This design comes from an exercise in tuning for small area, a short achievable clock period and few clock cycles per item on the open sky130 flow, not from production work.
RTL that was checked went through simulation tests only; none was proved equivalent to the original.
For run 2, only the layout was checked, not whether the RTL still works.
Power is estimated from default activity; no workload was simulated.

==> flow/design.v <==
package mmu_pkg;
  typedef logic [39-1:0]    vaddr_t;
  typedef logic [56-1:0]    paddr_t;
  typedef logic [44-1:0]    ppn_t;
  typedef logic [39-13:0]   vpn_t;
  typedef enum logic [1:0] {
    PRIV_LVL_U = 2'b00,
    PRIV_LVL_S = 2'b01,
    PRIV_LVL_M = 2'b11
  } priv_lvl_t;
  typedef struct packed {
    logic [9:0] rsvd;
    ppn_t       ppn;
    logic [1:0] rsw;
    logic       d;
    logic       a;
    logic       g;
    logic       u;
    logic       x;
    logic       w;
    logic       r;
    logic       v;
  } pte_t;
  typedef struct packed {
    logic valid;
    vpn_t vpn;
    pte_t pte;
    logic is_2m;
    logic is_1g;
  } tlb_entry_t;
  typedef struct packed {
    logic hit;
    pte_t pte;
    logic is_2m;
    logic is_1g;
  } tlb_rsp_t;
  typedef enum logic [3:0] {
    EXC_INSTR_ACCESS_FAULT = 4'd1,
    EXC_INSTR_PAGE_FAULT   = 4'd12,
    EXC_LOAD_PAGE_FAULT    = 4'd13,
    EXC_STORE_PAGE_FAULT   = 4'd15
  } exc_cause_t;
  typedef struct packed {
    logic        valid;
    exc_cause_t  cause;
    logic [63:0] tval;
  } exc_t;
  typedef struct packed {
    logic   valid;
    vaddr_t vaddr;
  } walk_req_t;
  typedef struct packed {
    logic       done;
    logic       error;
    vaddr_t     vaddr;
    tlb_entry_t entry;
  } walk_rsp_t;
  typedef enum logic [1:0] {
    IDLE,
    READ,
    WAIT,
    DONE
  } ptw_state_t;
  function automatic paddr_t merge_paddr(ppn_t ppn, vaddr_t vaddr, logic is_2m, logic is_1g);
    paddr_t paddr;
    paddr = {ppn, vaddr[11:0]};
    if (is_2m) begin
      paddr[20:12] = vaddr[20:12];
    end
    if (is_1g) begin
      paddr[29:12] = vaddr[29:12];
    end
    merge_paddr = paddr;
  endfunction
endpackage
`timescale 1ns/100ps
module mmu_top (
  input  logic        clk_i,
  input  logic        rst_ni,
  input  logic        enable_translation_i,
  input  logic        flush_tlb_i,
  input  logic [43:0] satp_ppn_i,
  input  logic [1:0]  priv_lvl_i,
  input  logic [1:0]  ld_st_priv_lvl_i,
  input  logic        sum_i,
  input  logic        fetch_req_i,
  input  logic [38:0] fetch_vaddr_i,
  output logic        fetch_valid_o,
  output logic [55:0] fetch_paddr_o,
  output logic [68:0] fetch_exc_o,
  input  logic        lsu_req_i,
  input  logic        lsu_is_store_i,
  input  logic [38:0] lsu_vaddr_i,
  output logic        lsu_dtlb_hit_o,
  output logic [43:0] lsu_dtlb_ppn_o,
  output logic        lsu_valid_o,
  output logic [55:0] lsu_paddr_o,
  output logic [68:0] lsu_exc_o,
  output logic        mem_req_o,
  output logic [55:0] mem_addr_o,
  input  logic        mem_rvalid_i,
  input  logic [63:0] mem_rdata_i
);
  logic en;
  assign en = enable_translation_i;
  logic        t_v, t_g, t_m, t_r, t_w, t_x, t_u, t_d;
  logic [26:0] t_vpn;
  logic [43:0] t_ppn;
  logic [26:0] f_vpn, l_vpn;
  logic        f_hit, l_hit, f_tflt, l_tflt;
  logic [43:0] f_tppn, l_tppn;
  assign f_vpn = fetch_vaddr_i[38:12];
  assign l_vpn = lsu_vaddr_i[38:12];
  assign f_hit = t_v && (t_vpn[26:18] == f_vpn[26:18])
                 && (t_g || (t_vpn[17:9] == f_vpn[17:9]))
                 && (t_g || t_m || (t_vpn[8:0] == f_vpn[8:0]));
  assign l_hit = t_v && (t_vpn[26:18] == l_vpn[26:18])
                 && (t_g || (t_vpn[17:9] == l_vpn[17:9]))
                 && (t_g || t_m || (t_vpn[8:0] == l_vpn[8:0]));
  assign f_tppn = t_ppn | {26'd0, {9{t_g}} & f_vpn[17:9], {9{t_g | t_m}} & f_vpn[8:0]};
  assign l_tppn = t_ppn | {26'd0, {9{t_g}} & l_vpn[17:9], {9{t_g | t_m}} & l_vpn[8:0]};
  assign f_tflt = !t_x || ((priv_lvl_i == 2'b00) && !t_u) || ((priv_lvl_i == 2'b01) && t_u);
  assign l_tflt = ((ld_st_priv_lvl_i == 2'b01) && t_u && !sum_i)
                  || ((ld_st_priv_lvl_i == 2'b00) && !t_u)
                  || (lsu_is_store_i ? (!t_w || !t_d) : !t_r);
  logic        busy_q;    
  logic        own_q;     
  logic [1:0]  lvl_q;     
  logic        arr, leaf, fault, done, cont, free;
  logic [38:0] w_va;
  logic        rd_v, rd_r, rd_w, rd_x, rd_u, rd_a, rd_d;
  logic [43:0] rd_ppn;
  assign rd_v   = mem_rdata_i[0];
  assign rd_r   = mem_rdata_i[1];
  assign rd_w   = mem_rdata_i[2];
  assign rd_x   = mem_rdata_i[3];
  assign rd_u   = mem_rdata_i[4];
  assign rd_a   = mem_rdata_i[6];
  assign rd_d   = mem_rdata_i[7];
  assign rd_ppn = mem_rdata_i[53:10];
  assign w_va = own_q ? lsu_vaddr_i : fetch_vaddr_i;
  always_comb begin
    leaf  = rd_r || rd_x;
    fault = !rd_v || (rd_w && !rd_r);
    if (leaf) begin
      if (!rd_a) fault = 1'b1;
      if (lvl_q == 2'd2 && rd_ppn[17:0] != '0) fault = 1'b1;
      if (lvl_q == 2'd1 && rd_ppn[8:0] != '0) fault = 1'b1;
    end else if (lvl_q == 2'd0) begin
      fault = 1'b1;
    end
  end
  assign arr  = busy_q && mem_rvalid_i;
  assign done = arr && (leaf || fault);
  assign cont = arr && !leaf && !fault;
  logic lv_q, l_keep;
  assign l_keep = lsu_req_i && l_hit && !lv_q;
  logic fill, side_ok, covered;
  assign side_ok = own_q ? (3 & 2) != 0 : (3 & 1) != 0;
  assign fill    = done && !fault && !flush_tlb_i && !l_keep && side_ok;
  assign covered = (fetch_vaddr_i[38:30] == lsu_vaddr_i[38:30])
                   && (lvl_q == 2'd2 || fetch_vaddr_i[29:21] == lsu_vaddr_i[29:21])
                   && (lvl_q != 2'd0 || fetch_vaddr_i[20:12] == lsu_vaddr_i[20:12]);
  logic l_need, f_need, l_go, f_go, start;
  logic canon;
  assign canon = (fetch_vaddr_i[38] == fetch_vaddr_i[37]);
  generate if (0 == 0) begin : g_cov
    assign free   = !busy_q || done;
    assign l_need = lsu_req_i && en && !l_hit && !lv_q && !(busy_q && own_q)
                    && !(fill && !own_q && covered);
    assign f_need = fetch_req_i && en && canon && !f_hit && !(busy_q && !own_q)
                    && !(fill && own_q && covered);
  end else begin : g_nofill
    assign free   = !busy_q || (done && !fill);
    assign l_need = lsu_req_i && en && !l_hit && !lv_q && !(busy_q && own_q);
    assign f_need = fetch_req_i && en && canon && !f_hit && !(busy_q && !own_q);
  end endgenerate
  assign l_go   = free && l_need;
  assign f_go   = free && !l_need && f_need;
  assign start  = l_go || f_go;
  logic [8:0] s_idx, c_idx;
  assign s_idx = l_go ? lsu_vaddr_i[38:30] : fetch_vaddr_i[38:30];
  assign c_idx = (lvl_q == 2'd2) ? w_va[29:21] : w_va[20:12];
  assign mem_req_o  = cont || start;
  assign mem_addr_o = cont ? {rd_ppn, c_idx, 3'b000} : {satp_ppn_i, s_idx, 3'b000};
  always_ff @(posedge clk_i or negedge rst_ni) begin
    if (!rst_ni) begin
      busy_q <= 1'b0;
    end else begin
      busy_q <= mem_req_o || (busy_q && !mem_rvalid_i);
    end
  end
  always_ff @(posedge clk_i) begin
    if (cont) begin
      lvl_q <= lvl_q - 2'd1;
    end else if (start) begin
      lvl_q <= 2'd2;
      own_q <= l_go;
    end
  end
  logic [55:0] fw_pa, lw_pa;
  assign fw_pa = {rd_ppn[43:18],
                  (lvl_q == 2'd2) ? fetch_vaddr_i[29:21] : rd_ppn[17:9],
                  (lvl_q != 2'd0) ? fetch_vaddr_i[20:12] : rd_ppn[8:0],
                  fetch_vaddr_i[11:0]};
  assign lw_pa = {rd_ppn[43:18],
                  (lvl_q == 2'd2) ? lsu_vaddr_i[29:21] : rd_ppn[17:9],
                  (lvl_q != 2'd0) ? lsu_vaddr_i[20:12] : rd_ppn[8:0],
                  lsu_vaddr_i[11:0]};
  logic w_sel_l, w_sel_f, wl_flt, wf_flt;
  assign w_sel_l = busy_q && own_q && mem_rvalid_i;
  assign w_sel_f = busy_q && !own_q && mem_rvalid_i;
  assign wf_flt  = fault || !rd_x || ((priv_lvl_i == 2'b00) && !rd_u)
                   || ((priv_lvl_i == 2'b01) && rd_u);
  assign wl_flt  = fault || ((ld_st_priv_lvl_i == 2'b01) && rd_u && !sum_i)
                   || ((ld_st_priv_lvl_i == 2'b00) && !rd_u)
                   || (lsu_is_store_i ? (!rd_w || !rd_d) : !rd_r);
  assign lsu_dtlb_hit_o = lsu_req_i && (!en || l_hit);
  assign lsu_dtlb_ppn_o = en ? l_tppn : {17'd0, l_vpn};
  always_ff @(posedge clk_i or negedge rst_ni) begin
    if (!rst_ni) begin
      lv_q <= 1'b0;
    end else begin
      lv_q <= lsu_dtlb_hit_o && !lsu_valid_o;
    end
  end
  assign lsu_valid_o          = lv_q || (done && own_q);
  assign lsu_paddr_o          = w_sel_l ? lw_pa : {lsu_dtlb_ppn_o, lsu_vaddr_i[11:0]};
  assign lsu_exc_o[68]        = en && (w_sel_l ? wl_flt : l_tflt);
  assign lsu_exc_o[67:64]     = lsu_is_store_i ? 4'd15 : 4'd13;
  assign lsu_exc_o[63:0]      = {25'd0, lsu_vaddr_i};
  assign fetch_valid_o        = fetch_req_i && (!en || !canon || f_hit || (done && !own_q));
  assign fetch_paddr_o        = !en ? {17'd0, fetch_vaddr_i}
                              : w_sel_f ? fw_pa : {f_tppn, fetch_vaddr_i[11:0]};
  assign fetch_exc_o[68]      = en && (!canon || (w_sel_f ? wf_flt : f_tflt));
  assign fetch_exc_o[67:64]   = canon ? 4'd12 : 4'd1;
  assign fetch_exc_o[63:0]    = {25'd0, fetch_vaddr_i};
  always_ff @(posedge clk_i or negedge rst_ni) begin
    if (!rst_ni) begin
      t_v <= 1'b0;
    end else if (flush_tlb_i) begin
      t_v <= 1'b0;
    end else if (fill) begin
      t_v <= 1'b1;
    end
  end
  always_ff @(posedge clk_i) begin
    if (fill) begin
      t_vpn <= w_va[38:12];
      t_ppn <= rd_ppn;
      t_g   <= (lvl_q == 2'd2);
      t_m   <= (lvl_q == 2'd1);
      t_r   <= rd_r;
      t_w   <= rd_w;
      t_x   <= rd_x;
      t_u   <= rd_u;
      t_d   <= rd_d;
    end
  end
endmodule
==> flow/run.sh <==
#!/bin/bash
# synth_recipe.tcl (not shown) runs the flow's synth.tcl, then flattens the netlist and writes it again
# the make line also repeats each setting of config.mk as NAME=value (left out here)
make -C /OpenROAD-flow-scripts/flow DESIGN_CONFIG=/design/flow/config.mk WORK_HOME=/design/flow/orfs CLKGATE_MAP_FILE= SYNTH_SCRIPT=/design/flow/synth_recipe.tcl finish
==> flow/config.mk <==
export PLATFORM = sky130hd
export DESIGN_NAME = mmu_top
export DESIGN_NICKNAME = mmu_top
export VERILOG_FILES = /design/flow/design.v
export SDC_FILE = /design/flow/constraint.sdc
export NUM_CORES = 4
export LEC_CHECK = 0
export CAP_MARGIN = 20
export CORE_MARGIN = 2
export CORE_UTILIZATION = 40
export SLEW_MARGIN = 20
==> flow/constraint.sdc <==
create_clock -name core_clock -period 8.5 [get_ports {clk_i}]
set_input_delay 1.7000 -clock core_clock [delete_from_list [all_inputs] [get_ports {clk_i}]]
set_output_delay 1.7000 -clock core_clock [all_outputs]
set_load 0.01 [all_outputs]
==> metrics.md, run 1 <==
| Metric | Value |
|---|---|
| Netlist cell types | `52` |
| Initial Utilization | `0.408` |
| Share of async-settable or async-resettable flops after synthesis | `0.0357` |
| Synth area leaders | `edfxtp_1 30%, buf_4 15%, mux2_2 9.7%` |
| Run Error | `[ERROR PPL-0024] Number of IO pins (553) exceeds maximum number of available positions (524). Increase the die perimeter from 589.42um to 752.08um.` |
| Most used DFF post-synth | `edfxtp_1` |
| EDFF count, synth | `81` |
| Area share of the largest cell type after synthesis | `0.296` |
| Cells after Synth | `960` |
| Die height | `147 um` |
| Avg Cell Area, Syn | `8.56 um^2` |
| Status | `did not finish` |
| Row Count | `52` |
| Die extent in x | `147 um` |
| Flip-flop and latch count after synthesis | `84` |
| Failing step | `3_2_place_iop` |
| Mapped Area | `0.00822 mm^2` |
| Yosys warns | `1` |
| Synth area leader | `edfxtp_1` |
| Seq/Total Area, Yosys | `0.305` |
[synthesized netlist by cell type (2+ instances only)]
cell,n
o31a_1,9
nand2_1,156
and2_1,18
edfxtp_1,81
nor2_1,60
clkbuf_1,40
o21ai_0,38
mux2_2,71
buf_2,3
dfrtp_1,3
buf_4,163
nand2b_1,16
nor3b_1,2
o211ai_1,4
inv_1,17
nand3_1,15
nand4_1,6
a31oi_1,19
nor3_1,11
a22oi_1,9
xnor2_1,26
or2_2,4
or2b_1,4
xor2_1,58
ha_1,3
buf_1,6
mux2i_1,9
conb_1,2
a21oi_1,23
or4_1,2
nor4_1,12
nor2b_1,4
a41oi_1,3
o21a_1,10
a22o_1,36
[logic make-up after synthesis]
family,Yosys count,share of synthesized area
simple gates,316,0.177
buf+inv,233,0.184
compound gates,158,0.131
xor+xnor,84,0.0895
flops,84,0.305
mux,80,0.108
fa+ha+maj,3,0.00457
other cells,2,0.000914
Testbench counts, summed over its fixed seeds: cycles 80,429, items 23,040.
==> inputs of run 2 (changes only) <==
--- a/flow/design.v
+++ b/flow/design.v
@@ -157,7 +157,20 @@
   assign l_keep = lsu_req_i && l_hit && !lv_q;
   logic fill, side_ok, covered;
   assign side_ok = own_q ? (3 & 2) != 0 : (3 & 1) != 0;
-  assign fill    = done && !fault && !flush_tlb_i && !l_keep && side_ok;
+  logic pol_ok, used_q;
+  generate if (1 == 2) begin : g_p2
+    assign pol_ok = !(t_v && t_g && lvl_q != 2'd2);
+  end else if (1 == 3) begin : g_p3
+    assign pol_ok = !(t_v && used_q);
+  end else begin : g_p1
+    assign pol_ok = 1'b1;
+  end endgenerate
+  always_ff @(posedge clk_i) begin
+    if (fill) used_q <= 1'b0;
+    else if ((fetch_req_i && f_hit) || (lsu_req_i && l_hit)) used_q <= 1'b1;
+    else if (done && !fault) used_q <= 1'b0;
+  end
+  assign fill    = done && !fault && !flush_tlb_i && !l_keep && side_ok && pol_ok;
   assign covered = (fetch_vaddr_i[38:30] == lsu_vaddr_i[38:30])
                    && (lvl_q == 2'd2 || fetch_vaddr_i[29:21] == lsu_vaddr_i[29:21])
                    && (lvl_q != 2'd0 || fetch_vaddr_i[20:12] == lsu_vaddr_i[20:12]);
--- a/flow/config.mk
+++ b/flow/config.mk
@@ -6,6 +6,6 @@
 export NUM_CORES = 4
 export LEC_CHECK = 0
 export CAP_MARGIN = 20
-export CORE_MARGIN = 2
-export CORE_UTILIZATION = 40
+export CORE_AREA = 2 2 193 193
+export DIE_AREA = 0 0 195 195
 export SLEW_MARGIN = 20
==> run 2 against run 1 <==
  * Now clean on timing, DRC and antenna
  * Synthesized area stayed put
  * Synthesized cell count stayed put
==> metrics.md, run 2 <==
| Metric | Value |
|---|---|
| First-pass GRT wire length | `55100 um` |
| Via count | `7896` |
| Crit path from | `lsu_vaddr_i[12]` |
| Final ANT Viol Nets | `0` |
| GP Congestion | `0.845` |
| Most frequent CP cell | `clkdlybuf4s50_1` |
| Period minus WS final | `7.12 ns` |
| Max VDD drop | `0.000102 V` |
| Clock Path Buffers | `2` |
| Bufs and invs on worst path | `2` |
| Ports | `553` |
| EDFF count, synth | `81 (unchanged)` |
| Most common cell in the synthesized netlist | `buf_4` |
| Cells after Synth | `960 (unchanged)` |
| Worst setup EP type | `output pin` |
| Max Slew Vio Count | `0` |
| Initial Utilization | `0.230 (-0.178)` |
| Clock root cell | `clkbuf_16` |
| Layout Skew | `0.0163 ns` |
| Register area | `0.00251 mm^2` |
| Layout cell share with drive strength beyond 1 | `0.0905` |
| Fin crit share | `0.838` |
| Setup Buffers After CTS | `0` |
| Avg Cell Area, Syn | `8.56 um^2 (unchanged)` |
| Wirelength, routed | `38900 um` |
| Final instance area | `0.0121 mm^2` |
| Synth area leader | `edfxtp_1` |
| Critical Path, Cell by Cell | `clkdlybuf4s50_1 -> xor2_1 -> nor4_2 -> a311oi_2 -> nor3b_1 -> or4_1 -> o31a_1 -> a22oi_1 -> clkdlybuf4s50_1` |
| Max Cap Violations | `0` |
| Worst Setup EP | `mem_addr_o[8]` |
| Die height | `195 um (+32%)` |
| Seq/Total Area, Yosys | `0.305 (unchanged)` |
| Flip-flop and latch count after synthesis | `84 (unchanged)` |
| Netlist cell types | `52 (unchanged)` |
| Instance area after placement | `0.0118 mm^2` |
| CTS clk-pin slew, worst paths | `0.07 ns` |
| Most common cell after layout, fill and taps aside | `clkdlybuf4s50_1` |
| Mapped Area | `0.00822 mm^2 (unchanged)` |
| Layout Cells excl Fill | `1700` |
| CTS tree | `built` |
| Synth area leaders | `edfxtp_1 30%, buf_4 15%, mux2_2 9.7%` |
| Crit Path Class | `primary input to output pin` |
| CTS sink cnt | `84` |
| Total gr overflow | `0` |
| Slew margin rel. | `0.383` |
| Final HPWL DP | `30700 um` |
| Crit-path max cell delay | `0.78 ns` |
| Pwr dens | `121 mW/mm^2` |
| Crit path depth | `9` |
| Yosys warns | `1 (unchanged)` |
| R2r endpoint | `t_ppn[3]` |
| Fillcell total | `3733` |
| Status | `complete, no violations` |
| Reg2Reg Depth | `7` |
| WL per Instance | `22.9 um` |
| CP max stage cell | `clkdlybuf4s50_1` |
| Multi-input logic area | `0.00441 mm^2` |
| Die ar. | `0.0380 mm^2` |
| Largest regs | `t_ppn (44), t_vpn (27), lvl_q (2)` |
| Commonest cells after routing, fill and taps aside | `409 x clkdlybuf4s50_1, 156 x nand2_1, 81 x edfxtp_1, 71 x mux2_2, 59 x nor2_1` |
| Via density | `4.64` |
| # hold bufs at CTS | `0` |
| Htree depth | `3` |
| Num CTS Buffers | `9` |
| Core Box Area | `0.0357 mm^2` |
| RSZ-0062 raised after global routing | `no` |
| Share of async-settable or async-resettable flops after synthesis | `0.0357 (unchanged)` |
| Gr usage total | `0.197` |
| Most used DFF post-synth | `edfxtp_1` |
| Final #Nets | `1434` |
| Fin Setup TNS | `0 ns` |
| CP arrival | `5.42 ns` |
| Initial antenna violation count | `2` |
| Pin count of the biggest net entering global routing | `61` |
| Placed cells | `1682` |
| Fin. Hold Viols | `0` |
| Drt drc | `0` |
| Port bufs | `410` |
| Worst endpoint required time | `6.80 ns` |
| Reg2reg setup slack | `5.05 ns` |
| Reg2reg start | `t_vpn[17]` |
| Achievable Freq | `140 MHz` |
| Die extent in x | `195 um (+32%)` |
| Cts repair resizes | `0` |
| Crit path max fanout | `19` |
| Initial drt markers | `421` |
| Post-synth top cells | `163 x buf_4, 156 x nand2_1, 81 x edfxtp_1, 71 x mux2_2, 60 x nor2_1` |
| Area share of the largest cell type after synthesis | `0.296 (unchanged)` |
| CP Launch Type | `primary input` |
| Drt first pass iters | `5` |
| Reg with most FFs | `t_ppn` |
| Final setup viols | `0` |
| Number of global-route vias before repair | `7939` |
| Crit path max-delay family | `buffers and inverters` |
| HP Class | `flop to flop` |
| Worst-margin pin slew | `0.924 ns` |
| Skew-Pair Late Insertion Delay | `0.35 ns` |
| Max reg flops | `44` |
| Leakage | `4.56 nW` |
| P&R area growth vs syn | `46.9%` |
| Row Count | `69 (+33%)` |
## run 2: cell counts after synthesis
Identical to the previous run, type by type.
## run 2: worst register-to-register path: cells and delay by family, from the launching register on
kind	cells	cell delay, ns
compound gates	1	0.25
flops	1	0.43
simple gates	3	1.07
xor+xnor	1	0.17
buf+inv	2	1.16
## run 2: stage by stage
stage	setup WS [ns]	hold slack (ns)	power, mW	utilization
floorplan	3.27	0.528	0.755	-
global placement	1.42	0.562	1.03	0.329
detailed placement	1.38	0.568	1.03	0.329
CTS	1.37	0.598	1.48	0.338
global route	1.07	0.618	1.53	0.338
finish	1.38	0.606	1.46	0.338
## run 2: power breakdown
group	internal (mW)	switching [mW]
Sequential	0.460	0.00281
Clock	0.254	0.184
Combinational	0.277	0.280
Total	0.991	0.466
## run 2: worst min-delay path by stage
stage / slack (ns) / cells after the start / endpoint / from
6_report: 0.61 / 2 / t_v / t_v
5_1_grt: 0.62 / 1 / lvl_q[0] / lvl_q[0]
4_1_cts: 0.60 / 2 / t_v / t_v
3_5_place_dp: 0.57 / 2 / t_v / t_v
3_3_place_gp: 0.56 / 2 / t_v / t_v
2_1_floorplan: 0.53 / 2 / t_v / t_v
## run 2: kinds of logic (layout without fill, tap and decap cells)
kind of cell	after synthesis	in the layout	share of synthesized area
buf+inv	233	455	0.184
xor+xnor	84	84	0.0895
other cells	2	59	0.000914
mux	80	80	0.108
compound gates	158	158	0.131
fa+ha+maj	3	3	0.00457
flops	84	84	0.305
simple gates	316	316	0.177
## run 2: layer usage
metal  vias to the layer above  track usage  part of all wire
met5                         -            0                 0
met2                       384        0.344              0.49
met3                        55       0.0503             0.076
met4                         0       0.0616             0.027
met1                      3798        0.237              0.41
li1                       3659            -                 -
## run 2: final cells by class
cell class	instances	area share
Multi-Input combinational cell	698	0.366
Antenna cell	2	0.000414
Timing Repair Buffer	421	0.346
Sequential cell	84	0.208
Inverter	18	0.00570
Tap cell	461	0.0478
Clock buffer	12	0.0221
Clock inverter	4	0.00446

## afterwards: timing with drivers on the ports
In the flow no input, the clock included, has a driving cell. The finished layout below was timed again as built, in two steps. Step 1: set_driving_cell puts a clkbuf_16 on clk_i and a buf_2 on each other input, an assumption about the parent block. Step 2 times the ports against the registers' clock, not the clock port: input delays grow and output delays shrink by t, the midpoint of the rising clock arrivals with the driver on. Three values: no drivers, after step 1, after step 2; two values: the first two.
run: run 2
t (ns): 0.389
setup WS [ns]: 1.379 / 1.350 / 1.350
latest minus earliest clock arrival (ns): 0.017 / 0.016
worst slew at a driven data input, ns: 0.18
After both steps run 2 still meets setup and hold. For run 2, drivers alone change the setup slack by -0.029 ns; drivers and shift together by -0.029 ns.
